From an optimization exercise on the open Yosys and OpenROAD flow, aimed at small area, a short achievable clock period and few clock cycles per item; shortcuts taken in it are not production practice. Function was checked by simulation only, so behaviour that the tests miss may differ from the original. Power figures rest on the tool's default switching activity, not on a simulated workload.

## the previous run
==> flow/design.v <==
package mavg_pkg;
  localparam int WIN_W  = 7;
  localparam int CNT_W  = 7;
  localparam int FRAC_W = 8;
  localparam int AVG_W  = 24;
  localparam logic [WIN_W-1:0] WIN_RESET = WIN_W'(3);
  typedef enum logic [1:0] {
    ST_IDLE,
    ST_DIV,
    ST_DONE
  } state_t;
endpackage
module moving_average_warmup #(
  parameter int MAX_WINDOW  = 64,
  parameter int SAMPLE_BITS = 16
) (
  input  logic                         clk,
  input  logic                         rst_n,
  input  logic                         in_valid,
  output logic                         in_stall,
  input  logic [SAMPLE_BITS-1:0]       in_sample,
  input  logic                         in_series_start,
  output logic                         out_valid,
  input  logic                         out_stall,
  output logic [mavg_pkg::AVG_W-1:0]   out_average,
  input  logic                         cfg_wr_en,
  input  logic [mavg_pkg::WIN_W-1:0]   cfg_wr_data
);
  localparam int NST = 12;   
  logic en_r;           
  logic stall_r;        
  logic ov_r, sv_r;     
  logic [23:0] oq_r, sq_r;
  logic [5:0] em1_r;    
  logic [6:0] c_r;      
  logic       full_r;   
  logic       acc;
  logic       first_n, drop_n;
  logic [5:0] cm1_n;
  logic [5:0] em1_cfg;
  logic [6:0] c_inc;
  assign acc     = in_valid & en_r;
  assign first_n = in_series_start | (c_r == 7'd0);
  assign drop_n  = ~first_n & full_r;
  assign cm1_n   = in_series_start ? 6'd0 : (full_r ? em1_r : c_r[5:0]);
  assign em1_cfg = (cfg_wr_data == 7'd0) ? 6'd0 :
                   (cfg_wr_data > 7'd64) ? 6'd63 : 6'(cfg_wr_data - 7'd1);
  assign c_inc   = {1'b0, cm1_n} + 7'd1;
  always_ff @(posedge clk) begin
    if (!rst_n) begin
      em1_r  <= 6'd2;
      c_r    <= 7'd0;
      full_r <= 1'b0;
    end else if (cfg_wr_en) begin
      em1_r  <= em1_cfg;
      c_r    <= 7'd0;
      full_r <= 1'b0;
    end else if (acc) begin
      c_r    <= c_inc;
      full_r <= (cm1_n == em1_r);
    end
  end
  logic        v0;
  logic [15:0] x0;
  logic [15:0] sr [64];
  logic [15:0] old_n;
  logic [8:0]  osel;
  logic        oself;
  always_comb begin
    oself = v0 && (em1_r == 6'd0);
    for (int j = 0; j < 9; j++) begin
      osel[j] = v0 ? (j == int'(em1_r[2:0]) && em1_r != 6'd0)
                   : (j == int'(em1_r[2:0]) + 1);
    end
    old_n = {16{oself}} & x0;
    for (int j = 0; j < 9; j++) old_n = old_n | ({16{osel[j]}} & sr[55 + j]);
  end
  logic                   first0;
  logic [15:0]            old0;     
  logic [7:0]             isel0;    
  logic [5:0]             cm1_0;
  always_ff @(posedge clk) begin
    if (!rst_n) v0 <= 1'b0;
    else if (en_r) v0 <= in_valid;
  end
  always_ff @(posedge clk) begin
    if (en_r) begin
      x0     <= in_sample;
      first0 <= first_n;
      old0   <= drop_n ? old_n : 16'd0;
      for (int k = 0; k < 8; k++) isel0[k] <= (em1_r[5:3] == 3'(7 - k));
      cm1_0  <= cm1_n;
    end
  end
  logic        v1, first1;
  logic [16:0] d1;
  logic [5:0]  cm1_1;
  logic [7:0]  k3_1;
  always_ff @(posedge clk) begin
    if (en_r && v0) begin
      for (int k = 0; k < 64; k++) begin
        if (k == 0) begin
          sr[k] <= x0;
        end else if (k % 8 == 0) begin
          sr[k] <= isel0[k / 8] ? x0 : sr[k-1];
        end else begin
          sr[k] <= sr[k-1];
        end
      end
    end
  end
  logic [16:0] d_n;
  mavg_delta u_delta (.x(x0), .o(old0), .y(d_n));
  always_ff @(posedge clk) begin
    if (!rst_n) v1 <= 1'b0;
    else if (en_r) v1 <= v0;
  end
  always_ff @(posedge clk) begin
    if (en_r) begin
      d1     <= d_n;
      first1 <= first0;
      cm1_1  <= cm1_0;
      k3_1   <= {1'b0, cm1_0, 1'b0} + {2'b00, cm1_0} + 8'd2;
    end
  end
  logic        vb, first_b, kap_b;
  logic [10:0] l_r;
  logic [5:0]  dh_b;
  logic [5:0]  cm1_b;
  logic [7:0]  k3_b;
  logic [11:0] l_n;
  mavg_add11 u_add_lo (.a(first1 ? 11'd0 : l_r), .b(d1[10:0]), .cin(1'b0), .y(l_n));
  always_ff @(posedge clk) begin
    if (!rst_n) vb <= 1'b0;
    else if (en_r) vb <= v1;
  end
  always_ff @(posedge clk) begin
    if (en_r) begin
      first_b <= first1;
      kap_b   <= l_n[11];
      dh_b    <= d1[16:11];
      cm1_b   <= cm1_1;
      k3_b    <= k3_1;
      if (v1) l_r <= l_n[10:0];
    end
  end
  logic        vs;
  logic [10:0] h_r, l_c;
  logic [5:0]  cm1_s;
  logic [7:0]  k3_s;
  logic [11:0] h_n;
  mavg_add11 u_add_hi (.a(first_b ? 11'd0 : h_r), .b({{5{dh_b[5]}}, dh_b}), .cin(kap_b),
                       .y(h_n));
  always_ff @(posedge clk) begin
    if (!rst_n) vs <= 1'b0;
    else if (en_r) vs <= vb;
  end
  always_ff @(posedge clk) begin
    if (en_r) begin
      l_c   <= l_r;
      cm1_s <= cm1_b;
      k3_s  <= k3_b;
      if (vb) h_r <= h_n[10:0];
    end
  end
  logic        dv   [NST+1];
  logic [5:0]  drem [NST+1];
  logic [23:0] dw   [NST+1];
  logic [5:0]  dcm1 [NST+1];
  logic [7:0]  dk3  [NST+1];
  assign dv[0]   = vs;
  assign drem[0] = h_r[10:5];
  assign dw[0]   = {h_r[4:0], l_c, 8'd0};
  assign dcm1[0] = cm1_s;
  assign dk3[0]  = k3_s;
  for (genvar j = 0; j < NST; j++) begin : g_div
    logic [7:0]  res;
    logic [5:0]  rem_c;
    logic [23:0] w_c;
    mavg_digit u_digit (.rem(drem[j]), .b(dw[j][23:22]), .m(dcm1[j]), .k3(dk3[j]), .res(res));
    assign rem_c = res[5:0];
    assign w_c   = {dw[j][21:0], res[7:6]};
    if (j < NST - 1) begin : g_reg
      logic        v_q;
      logic [5:0]  rem_q, cm1_q;
      logic [7:0]  k3_q;
      logic [23:0] w_q;
      always_ff @(posedge clk) begin
        if (!rst_n) v_q <= 1'b0;
        else if (en_r) v_q <= dv[j];
      end
      always_ff @(posedge clk) begin
        if (en_r) begin
          rem_q <= rem_c;
          w_q   <= w_c;
          cm1_q <= dcm1[j];
          k3_q  <= dk3[j];
        end
      end
      assign dv[j+1]   = v_q;
      assign drem[j+1] = rem_q;
      assign dw[j+1]   = w_q;
      assign dcm1[j+1] = cm1_q;
      assign dk3[j+1]  = k3_q;
    end else begin : g_last
      assign dv[j+1]   = dv[j];
      assign drem[j+1] = rem_c;
      assign dw[j+1]   = w_c;
      assign dcm1[j+1] = dcm1[j];
      assign dk3[j+1]  = dk3[j];
    end
  end
  logic push, take, ov_n, sv_n;
  assign push = en_r & dv[NST];
  assign take = ~ov_r | ~out_stall;
  assign ov_n = take ? (sv_r | push) : 1'b1;
  assign sv_n = take ? (sv_r & push) : (sv_r | push);
  always_ff @(posedge clk) begin
    if (!rst_n) begin
      ov_r    <= 1'b0;
      sv_r    <= 1'b0;
      en_r    <= 1'b1;
      stall_r <= 1'b0;
    end else begin
      ov_r    <= ov_n;
      sv_r    <= sv_n;
      en_r    <= ~(ov_n & sv_n);
      stall_r <= ov_n & sv_n;
    end
  end
  always_ff @(posedge clk) begin
    if (take) oq_r <= sv_r ? sq_r : dw[NST];
    if (en_r && (sv_r ? take : 1'b1)) sq_r <= dw[NST];
  end
  assign in_stall    = stall_r;
  assign out_valid   = ov_r;
  assign out_average = oq_r;
endmodule
module mavg_digit (
  input  logic [5:0] rem,
  input  logic [1:0] b,
  input  logic [5:0] m,
  input  logic [7:0] k3,
  output logic [7:0] res
);
  function automatic logic [6:0] sub8(input logic [7:0] t, input logic [7:0] k);
    logic [7:0] nk, gg, pp;
    nk = ~k;
    gg = t & nk;
    pp = t | nk;
    for (int d = 1; d < 8; d = d * 2) begin
      for (int i = 7; i >= d; i--) begin
        gg[i] = gg[i] | (pp[i] & gg[i-d]);
        pp[i] = pp[i] & pp[i-d];
      end
    end
    sub8 = {gg[7], nk[5:0] ^ {gg[4:0], 1'b0}};
  endfunction
  logic [7:0] t;
  logic [6:0] s1, s2, s3;
  logic       q3, q2, q1;
  assign t  = {rem, b};
  assign s1 = sub8(t, {2'b00, m});
  assign s2 = sub8(t, {1'b0, m, 1'b1});
  assign s3 = sub8(t, k3);
  assign q3 = s3[6];
  assign q2 = s2[6] & ~s3[6];
  assign q1 = s1[6] & ~s2[6];
  assign res[7:6] = {s2[6], q3 | q1};
  assign res[5:0] = t[5:0] ^ (({6{q3}} & s3[5:0]) | ({6{q2}} & s2[5:0]) |
                              ({6{q1}} & s1[5:0]));
endmodule
module mavg_delta (
  input  logic [15:0] x,
  input  logic [15:0] o,
  output logic [16:0] y
);
  function automatic logic [24:0] add24(input logic [23:0] a, input logic [23:0] b,
                                        input logic cin);
    logic [23:0] gg, pp;
    logic [24:0] cy;
    logic        g0alt;
    gg = a & b;
    pp = a | b;
    gg[0] = gg[0] | (pp[0] & cin);
    g0alt = ~((~a[0] | ~b[0]) & ~((a[0] | b[0]) & cin));
    for (int d = 1; d < 24; d = d * 2) begin
      for (int i = 23; i >= d; i--) begin
        gg[i] = gg[i] | (pp[i] & ((d == 1 && i == 1) ? g0alt : gg[i-d]));
        pp[i] = pp[i] & pp[i-d];
      end
    end
    cy = {gg, cin};
    add24 = {cy[24], a ^ (b ^ cy[23:0])};
  endfunction
  logic [24:0] r;
  assign r = add24({8'd0, x}, ~{8'd0, o}, 1'b1);
  assign y = r[16:0];
endmodule
module mavg_add11 (
  input  logic [10:0] a,
  input  logic [10:0] b,
  input  logic        cin,
  output logic [11:0] y
);
  function automatic logic [24:0] add24(input logic [23:0] a, input logic [23:0] b,
                                        input logic cin);
    logic [23:0] gg, pp;
    logic [24:0] cy;
    logic        g0alt;
    gg = a & b;
    pp = a | b;
    gg[0] = gg[0] | (pp[0] & cin);
    g0alt = ~((~a[0] | ~b[0]) & ~((a[0] | b[0]) & cin));
    for (int d = 1; d < 24; d = d * 2) begin
      for (int i = 23; i >= d; i--) begin
        gg[i] = gg[i] | (pp[i] & ((d == 1 && i == 1) ? g0alt : gg[i-d]));
        pp[i] = pp[i] & pp[i-d];
      end
    end
    cy = {gg, cin};
    add24 = {cy[24], a ^ (b ^ cy[23:0])};
  endfunction
  logic [24:0] r;
  assign r = add24({13'd0, a}, {13'd0, b}, cin);
  assign y = r[11:0];
endmodule
export LEC_CHECK = 0
export CAP_MARGIN = 20
export CORE_MARGIN = 2
export CORE_UTILIZATION = 35
export CTS_CLUSTER_DIAMETER = 60
export CTS_CLUSTER_SIZE = 30
export SETUP_SLACK_MARGIN = 3.6
export SLEW_MARGIN = 20
export SYNTH_HIERARCHICAL = 1
export SYNTH_MINIMUM_KEEP_SIZE = 0
export TNS_END_PERCENT = 5
create_clock -name core_clock -period 6.0 [get_ports {clk}]
run.sh (not shown) runs the stock make flow with config.mk's settings and CLKGATE_MAP_FILE= SYNTH_SCRIPT=/design/flow/synth_recipe.tcl, a recipe that flattens the netlist after the stock synthesis.
Testbench counts of the previous run, summed over its fixed seeds: cycles 3,360, items 3,200.
For the current run, these inputs were changed with respect to the previous run:
--- a/flow/design.v
+++ b/flow/design.v
@@ -64,47 +64,46 @@
   logic [15:0] x0;
   logic [15:0] sr [64];
   logic [15:0] old_n;
   logic [8:0]  osel;
   logic        oself;
-  always_comb begin
-    oself = v0 && (em1_r == 6'd0);
-    for (int j = 0; j < 9; j++) begin
-      osel[j] = v0 ? (j == int'(em1_r[2:0]) && em1_r != 6'd0)
-                   : (j == int'(em1_r[2:0]) + 1);
-    end
-    old_n = {16{oself}} & x0;
-    for (int j = 0; j < 9; j++) old_n = old_n | ({16{osel[j]}} & sr[55 + j]);
+  logic [15:0] oacc [10];
+  assign oself   = v0 && (em1_r == 6'd0);
+  assign oacc[0] = {16{oself}} & x0;
+  for (genvar j = 0; j < 9; j++) begin : g_old
+    assign osel[j]   = v0 ? ({1'b0, em1_r[2:0]} == 4'(j) && em1_r != 6'd0)
+                          : ({1'b0, em1_r[2:0]} + 4'd1 == 4'(j));
+    assign oacc[j+1] = oacc[j] | ({16{osel[j]}} & sr[55 + j]);
   end
+  assign old_n = oacc[9];
   logic                   first0;
   logic [15:0]            old0;     
-  logic [7:0]             isel0;    
+  logic [2:0]             blk0;     
   logic [5:0]             cm1_0;
   always_ff @(posedge clk) begin
     if (!rst_n) v0 <= 1'b0;
     else if (en_r) v0 <= in_valid;
   end
   always_ff @(posedge clk) begin
     if (en_r) begin
       x0     <= in_sample;
       first0 <= first_n;
       old0   <= drop_n ? old_n : 16'd0;
-      for (int k = 0; k < 8; k++) isel0[k] <= (em1_r[5:3] == 3'(7 - k));
+      blk0   <= em1_r[5:3];
       cm1_0  <= cm1_n;
     end
   end
   logic        v1, first1;
   logic [16:0] d1;
   logic [5:0]  cm1_1;
-  logic [7:0]  k3_1;
   always_ff @(posedge clk) begin
     if (en_r && v0) begin
       for (int k = 0; k < 64; k++) begin
         if (k == 0) begin
           sr[k] <= x0;
         end else if (k % 8 == 0) begin
-          sr[k] <= isel0[k / 8] ? x0 : sr[k-1];
+          sr[k] <= (blk0 == 3'(7 - k / 8)) ? x0 : sr[k-1];
         end else begin
           sr[k] <= sr[k-1];
         end
       end
     end
@@ -118,18 +117,16 @@
   always_ff @(posedge clk) begin
     if (en_r) begin
       d1     <= d_n;
       first1 <= first0;
       cm1_1  <= cm1_0;
-      k3_1   <= {1'b0, cm1_0, 1'b0} + {2'b00, cm1_0} + 8'd2;
     end
   end
   logic        vb, first_b, kap_b;
   logic [10:0] l_r;
   logic [5:0]  dh_b;
   logic [5:0]  cm1_b;
-  logic [7:0]  k3_b;
   logic [11:0] l_n;
   mavg_add11 u_add_lo (.a(first1 ? 11'd0 : l_r), .b(d1[10:0]), .cin(1'b0), .y(l_n));
   always_ff @(posedge clk) begin
     if (!rst_n) vb <= 1'b0;
     else if (en_r) vb <= v1;
@@ -138,11 +135,10 @@
     if (en_r) begin
       first_b <= first1;
       kap_b   <= l_n[11];
       dh_b    <= d1[16:11];
       cm1_b   <= cm1_1;
-      k3_b    <= k3_1;
       if (v1) l_r <= l_n[10:0];
     end
   end
   logic        vs;
   logic [10:0] h_r, l_c;
@@ -157,11 +153,11 @@
   end
   always_ff @(posedge clk) begin
     if (en_r) begin
       l_c   <= l_r;
       cm1_s <= cm1_b;
-      k3_s  <= k3_b;
+      k3_s  <= {1'b0, cm1_b, 1'b0} + {2'b00, cm1_b} + 8'd2;   
       if (vb) h_r <= h_n[10:0];
     end
   end
   logic        dv   [NST+1];
   logic [5:0]  drem [NST+1];
@@ -175,11 +171,12 @@
   assign dk3[0]  = k3_s;
   for (genvar j = 0; j < NST; j++) begin : g_div
     logic [7:0]  res;
     logic [5:0]  rem_c;
     logic [23:0] w_c;
-    mavg_digit u_digit (.rem(drem[j]), .b(dw[j][23:22]), .m(dcm1[j]), .k3(dk3[j]), .res(res));
+    mavg_digit #(.ZERO_B(j >= 8), .NO_REM(j == NST - 1)) u_digit (
+      .rem(drem[j]), .b(dw[j][23:22]), .m(dcm1[j]), .k3(dk3[j]), .res(res));
     assign rem_c = res[5:0];
     assign w_c   = {dw[j][21:0], res[7:6]};
     if (j < NST - 1) begin : g_reg
       logic        v_q;
       logic [5:0]  rem_q, cm1_q;
@@ -234,11 +231,14 @@
   end
   assign in_stall    = stall_r;
   assign out_valid   = ov_r;
   assign out_average = oq_r;
 endmodule
-module mavg_digit (
+module mavg_digit #(
+  parameter bit ZERO_B = 1'b0,
+  parameter bit NO_REM = 1'b0
+) (
   input  logic [5:0] rem,
   input  logic [1:0] b,
   input  logic [5:0] m,
   input  logic [7:0] k3,
   output logic [7:0] res
@@ -257,19 +257,19 @@
     sub8 = {gg[7], nk[5:0] ^ {gg[4:0], 1'b0}};
   endfunction
   logic [7:0] t;
   logic [6:0] s1, s2, s3;
   logic       q3, q2, q1;
-  assign t  = {rem, b};
+  assign t  = {rem, ZERO_B ? 2'b00 : b};
   assign s1 = sub8(t, {2'b00, m});
   assign s2 = sub8(t, {1'b0, m, 1'b1});
   assign s3 = sub8(t, k3);
   assign q3 = s3[6];
   assign q2 = s2[6] & ~s3[6];
   assign q1 = s1[6] & ~s2[6];
   assign res[7:6] = {s2[6], q3 | q1};
-  assign res[5:0] = t[5:0] ^ (({6{q3}} & s3[5:0]) | ({6{q2}} & s2[5:0]) |
+  assign res[5:0] = NO_REM ? 6'd0 : t[5:0] ^ (({6{q3}} & s3[5:0]) | ({6{q2}} & s2[5:0]) |
                               ({6{q1}} & s1[5:0]));
 endmodule
 module mavg_delta (
   input  logic [15:0] x,
   input  logic [15:0] o,
Findings:
Sort the previous run and the current run by weighted congestion reported at the end of routability-driven placement, ascending, and the current run comes first.
Compared with the previous run, number of vias in the routed layout in the current run decreased by a few percent.
Relative contribution of sequential cells to total power: the current run vs the previous run — no meaningful difference
Looking at clock latency on the worst-skew pair across the previous run and the current run, the one that comes out higher is the current run.
The higher sequential share of layout area came out of the current run.
The current run -> the previous run: buffering stage count on the worst path with inverters included delta 0, exact match
[the current run] average vias per placed instance rose 0.059 relative to the previous run
Testbench counts of the current run, summed over its fixed seeds: cycles 3,360, items 3,200.

-- re-timing with driven ports --
No port has a modelled driver above. Below, the same layouts with a new extraction and two added sets of constraints. Step 1 sets driving cells, clkbuf_16 on the clock port and buf_2 on the other inputs (assumed; they add their load-dependent delay and slew). Step 2 also shifts input and output timing later by t, the mid clock arrival at the registers, as if the neighbouring blocks saw the same clock. Slacks: ideal / step 1 / step 2; pairs: ideal / step 1.
run | t, ns | slack for setup (ns) | latest minus earliest clock arrival (ns) | worst register clock-pin slew, ns | cell pins on the clock port's net
the previous run | 0.822 | 3.460 / 3.451 / 2.896 | 0.067 / 0.067 | 0.11 / 0.11 | 1
the current run | 0.816 | 3.421 / 3.421 / 2.769 | 0.075 / 0.074 | 0.11 / 0.11 | 1
After both steps setup and hold are still met in every run listed. For the current run, which loses most, drivers alone change the setup slack by 0.000 ns; drivers and shift together by -0.652 ns.
